From an optimization exercise on the open Yosys and OpenROAD flow, aimed at small area, a short achievable clock period and few clock cycles per item; shortcuts taken in it are not production practice.
Only simulation tests tie the RTL to the original design; equivalence was not proved.
Power figures rest on the tool's default switching activity, not on a simulated workload.

// int_float_compare_bitmask_packer
module int_float_compare_bitmask_packer (
   input  logic        clock,
   input  logic        reset,
   input  logic        req_valid,
   output logic        req_ready,
   input  logic [63:0] req_int_elem,
   input  logic [63:0] req_float_bits,
   input  logic        req_last_item,
   output logic        rsp_valid,
   input  logic        rsp_ready,
   output logic [63:0] rsp_mask_word,
   output logic [6:0]  rsp_valid_bits,
   output logic        rsp_final_word,
   input  logic        csr_valid,
   output logic        csr_ready,
   input  logic [1:0]  csr_index,
   input  logic [63:0] csr_data
);
Settings: LEC_CHECK=0, CAP_MARGIN=0, CORE_MARGIN=2, CORE_UTILIZATION=55, CTS_CLUSTER_DIAMETER=100, CTS_CLUSTER_SIZE=30, SLEW_MARGIN=0; clock period 13.0 ns.
standard.sh (not shown) runs the stock make flow with config.mk's settings and CLKGATE_MAP_FILE= SYNTH_SCRIPT=/design/flow/synth_recipe.tcl, a recipe that flattens the netlist after the stock synthesis.
==> flow/flow/run.sh <==
#!/bin/bash
set -euo pipefail
bash standard.sh SETUP_SLACK_MARGIN=9.1 ADDER_MAP_FILE= \
   "BUFFER_PORTS_ARGS=-buffer_cell sky130_fd_sc_hd__buf_1" finish > standard.log 2>&1
Testbench counts at the start, summed over its fixed seeds: cycles 16,396, items 16,012.
Next try:
==> flow/flow/run.sh (replaced) <==
#!/bin/bash
set -euo pipefail
bash standard.sh SETUP_SLACK_MARGIN=8.95 ADDER_MAP_FILE= \
   "BUFFER_PORTS_ARGS=-buffer_cell sky130_fd_sc_hd__buf_1" finish > standard.log 2>&1
Settings changed: ABC_AREA from default to 1, ABC_CLOCK_PERIOD_IN_PS from default to 3500, CAP_MARGIN 0 to 20, SLEW_MARGIN 0 to 20.
After rerunning: Power rises by 3.2%. Synthesized cell count rises by 27%. Worst hold slack got worse by 0.0081 ns. Wire length falls by 9.5%. Cell area falls by 3.5%. First-iteration DRC count rises by 16%. Core utilization falls by 2.2 points. Die area hardly moves. Cell count rises by 21%.
Next try:
==> flow/flow/run.sh (replaced) <==
#!/bin/bash
set -euo pipefail
bash standard.sh SETUP_SLACK_MARGIN=9.1 ADDER_MAP_FILE= \
   "BUFFER_PORTS_ARGS=-buffer_cell sky130_fd_sc_hd__buf_1" finish > standard.log 2>&1
Settings changed: ABC_AREA 1 to default, ABC_CLOCK_PERIOD_IN_PS 3500 to default.
=> Design area goes up by 3.7%. Count of clock-buffer cells in the layout goes up by 2. Setup slack improves by 0.11 ns. Maximum frequency goes up by 2.9%. Register-to-register slack barely changes. Routed wire length came out higher by 10%. Combinational power is lower by about 8%. Global-route usage goes up by 2.8 points. Synthesized cell count fell by 21%. Die area is about the same.
Next try:
Settings changed: CORE_UTILIZATION 55 to 45.
Register-to-register slack is worse by 0.02 ns.
Cell area climbs by 3.4%.
Sequential share of layout area drops by 0.92 points.

int_float_compare_bitmask_packer again, from the RTL that the note above started with.
export LEC_CHECK = 0
export CAP_MARGIN = 20
export CORE_MARGIN = 2
export CORE_UTILIZATION = 60
export CTS_CLUSTER_DIAMETER = 100
export CTS_CLUSTER_SIZE = 30
export SLEW_MARGIN = 20
create_clock -name core_clock -period 13.0 [get_ports {clock}]
==> flow/flow/run.sh <==
#!/bin/bash
set -euo pipefail
bash standard.sh SETUP_SLACK_MARGIN=9.1 ADDER_MAP_FILE= \
   "BUFFER_PORTS_ARGS=-buffer_cell sky130_fd_sc_hd__buf_1" finish > standard.log 2>&1
Testbench counts at the start, summed over its fixed seeds: cycles 16,396, items 16,012.
Change:
==> flow/flow/run.sh (replaced) <==
#!/bin/bash
set -euo pipefail
bash standard.sh SETUP_SLACK_MARGIN=9.25 ADDER_MAP_FILE= \
   "BUFFER_PORTS_ARGS=-buffer_cell sky130_fd_sc_hd__buf_1" finish > standard.log 2>&1
--- a/flow/config.mk
+++ b/flow/config.mk
@@ -10 +10 @@
-export CORE_UTILIZATION = 60
+export CORE_UTILIZATION = 55
Setup slack is better by 0.15 ns.
Die area climbs by 8.9%.
Global-route usage fell by 2.7 points.
Clock power rises by 10%.
Register-to-register slack improved by 0.15 ns.
Power rises by 2.4%.
Design area goes up by 2.0%.
Flip-flop and latch count does not change.
Wire length stays flat.
Synthesized area does not change.
Change:
==> flow/flow/run.sh (replaced) <==
#!/bin/bash
set -euo pipefail
bash standard.sh SETUP_SLACK_MARGIN=9.1 ADDER_MAP_FILE= \
   "BUFFER_PORTS_ARGS=-buffer_cell sky130_fd_sc_hd__buf_1" finish > standard.log 2>&1
--- a/flow/config.mk
+++ b/flow/config.mk
@@ -7,0 +8,2 @@
+export ABC_AREA = 1
+export ABC_CLOCK_PERIOD_IN_PS = 3500
Combinational power came out higher by roughly a tenth.
Via count came out higher by a few percent.
Cell count came out higher by about a fifth.
Core utilization came out lower by 2.9 points.
Global-route usage came out lower by 2.6 points.
Routed wire length came out lower by a little under a tenth.
Die area is about the same.
Cell area came out lower by a few percent.
Fmax came out lower slightly.
Area after synthesis hardly moves.
Non-clock buffer count came out lower by 36.

Starting RTL as in the previous note.
clock: 13.0 ns
lec_check: 0
abc_area: 1
cap_margin: 20
core_margin: 2
core_utilization: 55
slew_margin: 20
==> flow/flow/run.sh <==
#!/bin/bash
set -euo pipefail
bash standard.sh SETUP_SLACK_MARGIN=9.1 ADDER_MAP_FILE= \
   "BUFFER_PORTS_ARGS=-buffer_cell sky130_fd_sc_hd__buf_1" finish > standard.log 2>&1
The first run produced a clean layout.
Testbench counts at the start, summed over its fixed seeds: cycles 16,396, items 16,012.
==> next run, changes <==
==> flow/flow/run.sh (replaced) <==
#!/bin/bash
set -euo pipefail
bash standard.sh SETUP_SLACK_MARGIN=9.25 ADDER_MAP_FILE= \
   "BUFFER_PORTS_ARGS=-buffer_cell sky130_fd_sc_hd__buf_1" finish > standard.log 2>&1
Settings changed: ABC_CLOCK_PERIOD_IN_PS from default to 3500, CTS_CLUSTER_DIAMETER from default to 100, CTS_CLUSTER_SIZE from default to 30.
The changed run finished with timing, DRC and antenna clean.
Final area fell by a few percent.
Die area stays the same.
Wire length grows slightly.
Global-route usage came out higher by 0.13 points.

int_float_compare_bitmask_packer, a different RTL version from the one above (not shown whole).
Size: about 2100 cells after synthesis, ~260 flip-flops, ~280 I/O pins, about 18000 µm² of cells after synthesis.
clock: 13.0 ns
lec_check: 0
cap_margin: 20
core_margin: 2
core_utilization: 65
slew_margin: 20
==> flow/flow/run.sh <==
#!/bin/bash
set -euo pipefail
bash standard.sh SETUP_SLACK_MARGIN=8.3 ADDER_MAP_FILE= \
   "BUFFER_PORTS_ARGS=-buffer_cell sky130_fd_sc_hd__buf_1" finish > standard.log 2>&1
The starting point produced a clean layout.
Testbench counts at the start, summed over its fixed seeds: cycles 16,396, items 16,012.
Change:
==> flow/flow/run.sh (replaced) <==
#!/bin/bash
set -euo pipefail
bash standard.sh SETUP_SLACK_MARGIN=8.8 ADDER_MAP_FILE= \
   "BUFFER_PORTS_ARGS=-buffer_cell sky130_fd_sc_hd__buf_1" finish > standard.log 2>&1
Settings changed: CORE_UTILIZATION 65 to 55.
Via count came out lower by 1.3%. Final area increases by 2.9%. Fmax went up by 7.8%. Final cell count rises by 5.0%. Hold slack got worse by 0.010 ns. Wire length rose by 1.4%. Global-route usage is lower by 4.5 points. Setup slack improved by 0.33 ns. Critical path depth fell by 1. Area after synthesis is unchanged.

int_float_compare_bitmask_packer, a different RTL version from the one above (not shown whole).
For scale: ~270 flip-flops, ~18000 sq um of cells after synthesis.
export LEC_CHECK = 0
export CAP_MARGIN = 20
export CORE_MARGIN = 2
export CORE_UTILIZATION = 55
export CTS_CLUSTER_DIAMETER = 100
export CTS_CLUSTER_SIZE = 30
export SLEW_MARGIN = 20
create_clock -name core_clock -period 13.0 [get_ports {clock}]
==> flow/flow/run.sh <==
#!/bin/bash
set -euo pipefail
bash standard.sh SETUP_SLACK_MARGIN=9.4 ADDER_MAP_FILE= \
   "BUFFER_PORTS_ARGS=-buffer_cell sky130_fd_sc_hd__buf_1" finish > standard.log 2>&1
Testbench counts at the start, summed over its fixed seeds: cycles 16,396, items 16,012.
Edit:
==> flow/flow/run.sh (replaced) <==
#!/bin/bash
set -euo pipefail
bash standard.sh SETUP_SLACK_MARGIN=9.1 ADDER_MAP_FILE= \
   "BUFFER_PORTS_ARGS=-buffer_cell sky130_fd_sc_hd__buf_1" finish > standard.log 2>&1
Settings changed: CTS_BUF_LIST from default to sky130_fd_sc_hd__clkbuf_4 sky130_fd_sc_hd__clkbuf_8, CTS_CLUSTER_DIAMETER 100 to default, CTS_CLUSTER_SIZE 30 to default.
Clock skew hardly moves.
Worst hold slack loses 11 ps.
Total power rose by 11%.
Cell count went up by 0.67%.
First-iteration DRC count goes down by 18%.
Core utilization falls by 2.0 points.

run A:
int_float_compare_bitmask_packer, a different RTL version from the one above (not shown whole).
For scale: about 270 flip-flops, roughly 280 I/O pins.
==> flow/config.mk <==
export PLATFORM = sky130hd
export DESIGN_NAME = int_float_compare_bitmask_packer
export DESIGN_NICKNAME = int_float_compare_bitmask_packer
export VERILOG_FILES = /design/flow/design.v
export SDC_FILE = /design/flow/constraint.sdc
export NUM_CORES = 4
export LEC_CHECK = 0
export ABC_AREA = 1
export ABC_CLOCK_PERIOD_IN_PS = 3500
export CAP_MARGIN = 20
export CORE_MARGIN = 2
export CORE_UTILIZATION = 55
export CTS_CLUSTER_DIAMETER = 100
export CTS_CLUSTER_SIZE = 30
export SLEW_MARGIN = 20
==> flow/constraint.sdc <==
create_clock -name core_clock -period 13.0 [get_ports {clock}]
set_input_delay 2.6000 -clock core_clock [delete_from_list [all_inputs] [get_ports {clock}]]
set_output_delay 2.6000 -clock core_clock [all_outputs]
set_load 0.01 [all_outputs]
==> flow/flow/run.sh <==
#!/bin/bash
set -euo pipefail
bash standard.sh SETUP_SLACK_MARGIN=9.2 ADDER_MAP_FILE= \
   "BUFFER_PORTS_ARGS=-buffer_cell sky130_fd_sc_hd__buf_1" finish > standard.log 2>&1
Run A: all stages complete, timing, DRC and antenna checks passed
Testbench counts of run A, summed over its fixed seeds: cycles 16,396, items 16,012.
Here is what was changed in the inputs of run B compared with run A.
==> flow/flow/run.sh <==
#!/bin/bash
set -euo pipefail
bash standard.sh SETUP_SLACK_MARGIN=9.1 ADDER_MAP_FILE= \
   "BUFFER_PORTS_ARGS=-buffer_cell sky130_fd_sc_hd__buf_1" finish > standard.log 2>&1
--- outcome ---
- The final layout from run B, which completed every stage, passed the timing, design-rule and antenna checks at the end of the flow.
- For routed wire length, run B and run A come out practically identical.
- Looking at run A and run B, the relative contribution of sequential cells to total power is a wash.
- Per the comparison of run B with run A, area growth from synthesis to layout moved down, fraction of area in registers level, register area level.
- Compare run A and run B | wire length on met3 lower: run A
- In run B, the area share of buffers outside the clock network came out 0.17 points below the value in run A.
- Hold slack delta (run B -> run A): insignificant

==> port drivers added, routing unchanged <==
In the flow no input, the clock included, has a driving cell. The finished layouts below were timed again as built, in two steps. Step 1 sets driving cells, clkbuf_16 on the clock port and buf_2 on the other inputs (assumed; they add their load-dependent delay and slew). Step 2 adds t to the input delays and takes it off the output delays; t is the mean of the earliest and latest rising clock arrival at the registers after step 1. Input paths then give back, and output paths get back, about the clock's delay inside the block. Slacks: ideal / step 1 / step 2; pairs: ideal / step 1.
run | shift t [ns] | slack for setup (ns) | cell pins on the clock port's net
the first run of note 1 | 0.564 | 9.130 / 9.130 / 8.677 | 1
the second run of note 1 | 0.550 | 9.017 / 8.967 / 8.609 | 1
the third run of note 1 | 0.564 | 9.130 / 9.130 / 8.677 | 1
the fourth run of note 1 | 0.578 | 9.038 / 9.062 / 8.485 | 1
the first run of note 2 | 0.551 | 9.101 / 9.101 / 8.674 | 1
the second run of note 2 | 0.553 | 9.250 / 9.207 / 8.830 | 1
the third run of note 2 | 0.556 | 9.195 / 9.140 / 8.704 | 1
the first run of note 3 | 0.621 | 9.153 / 9.099 / 8.608 | 1
the second run of note 3 | 0.559 | 9.176 / 9.121 / 8.809 | 1
the first run of note 4 | 0.617 | 8.417 / 8.417 / 7.942 | 1
the second run of note 4 | 0.608 | 8.750 / 8.750 / 8.278 | 1
the first run of note 5 | 0.549 | 9.302 / 9.249 / 8.905 | 1
the second run of note 5 | 0.625 | 9.138 / 9.118 / 8.623 | 1
run A | 0.554 | 9.234 / 9.181 / 8.808 | 1
run B | 0.554 | 9.190 / 9.137 / 8.785 | 1
After both steps setup and hold are still met in every run listed. For the fourth run of note 1, which loses most, drivers alone change the setup slack by +0.024 ns; drivers and shift together by -0.553 ns.
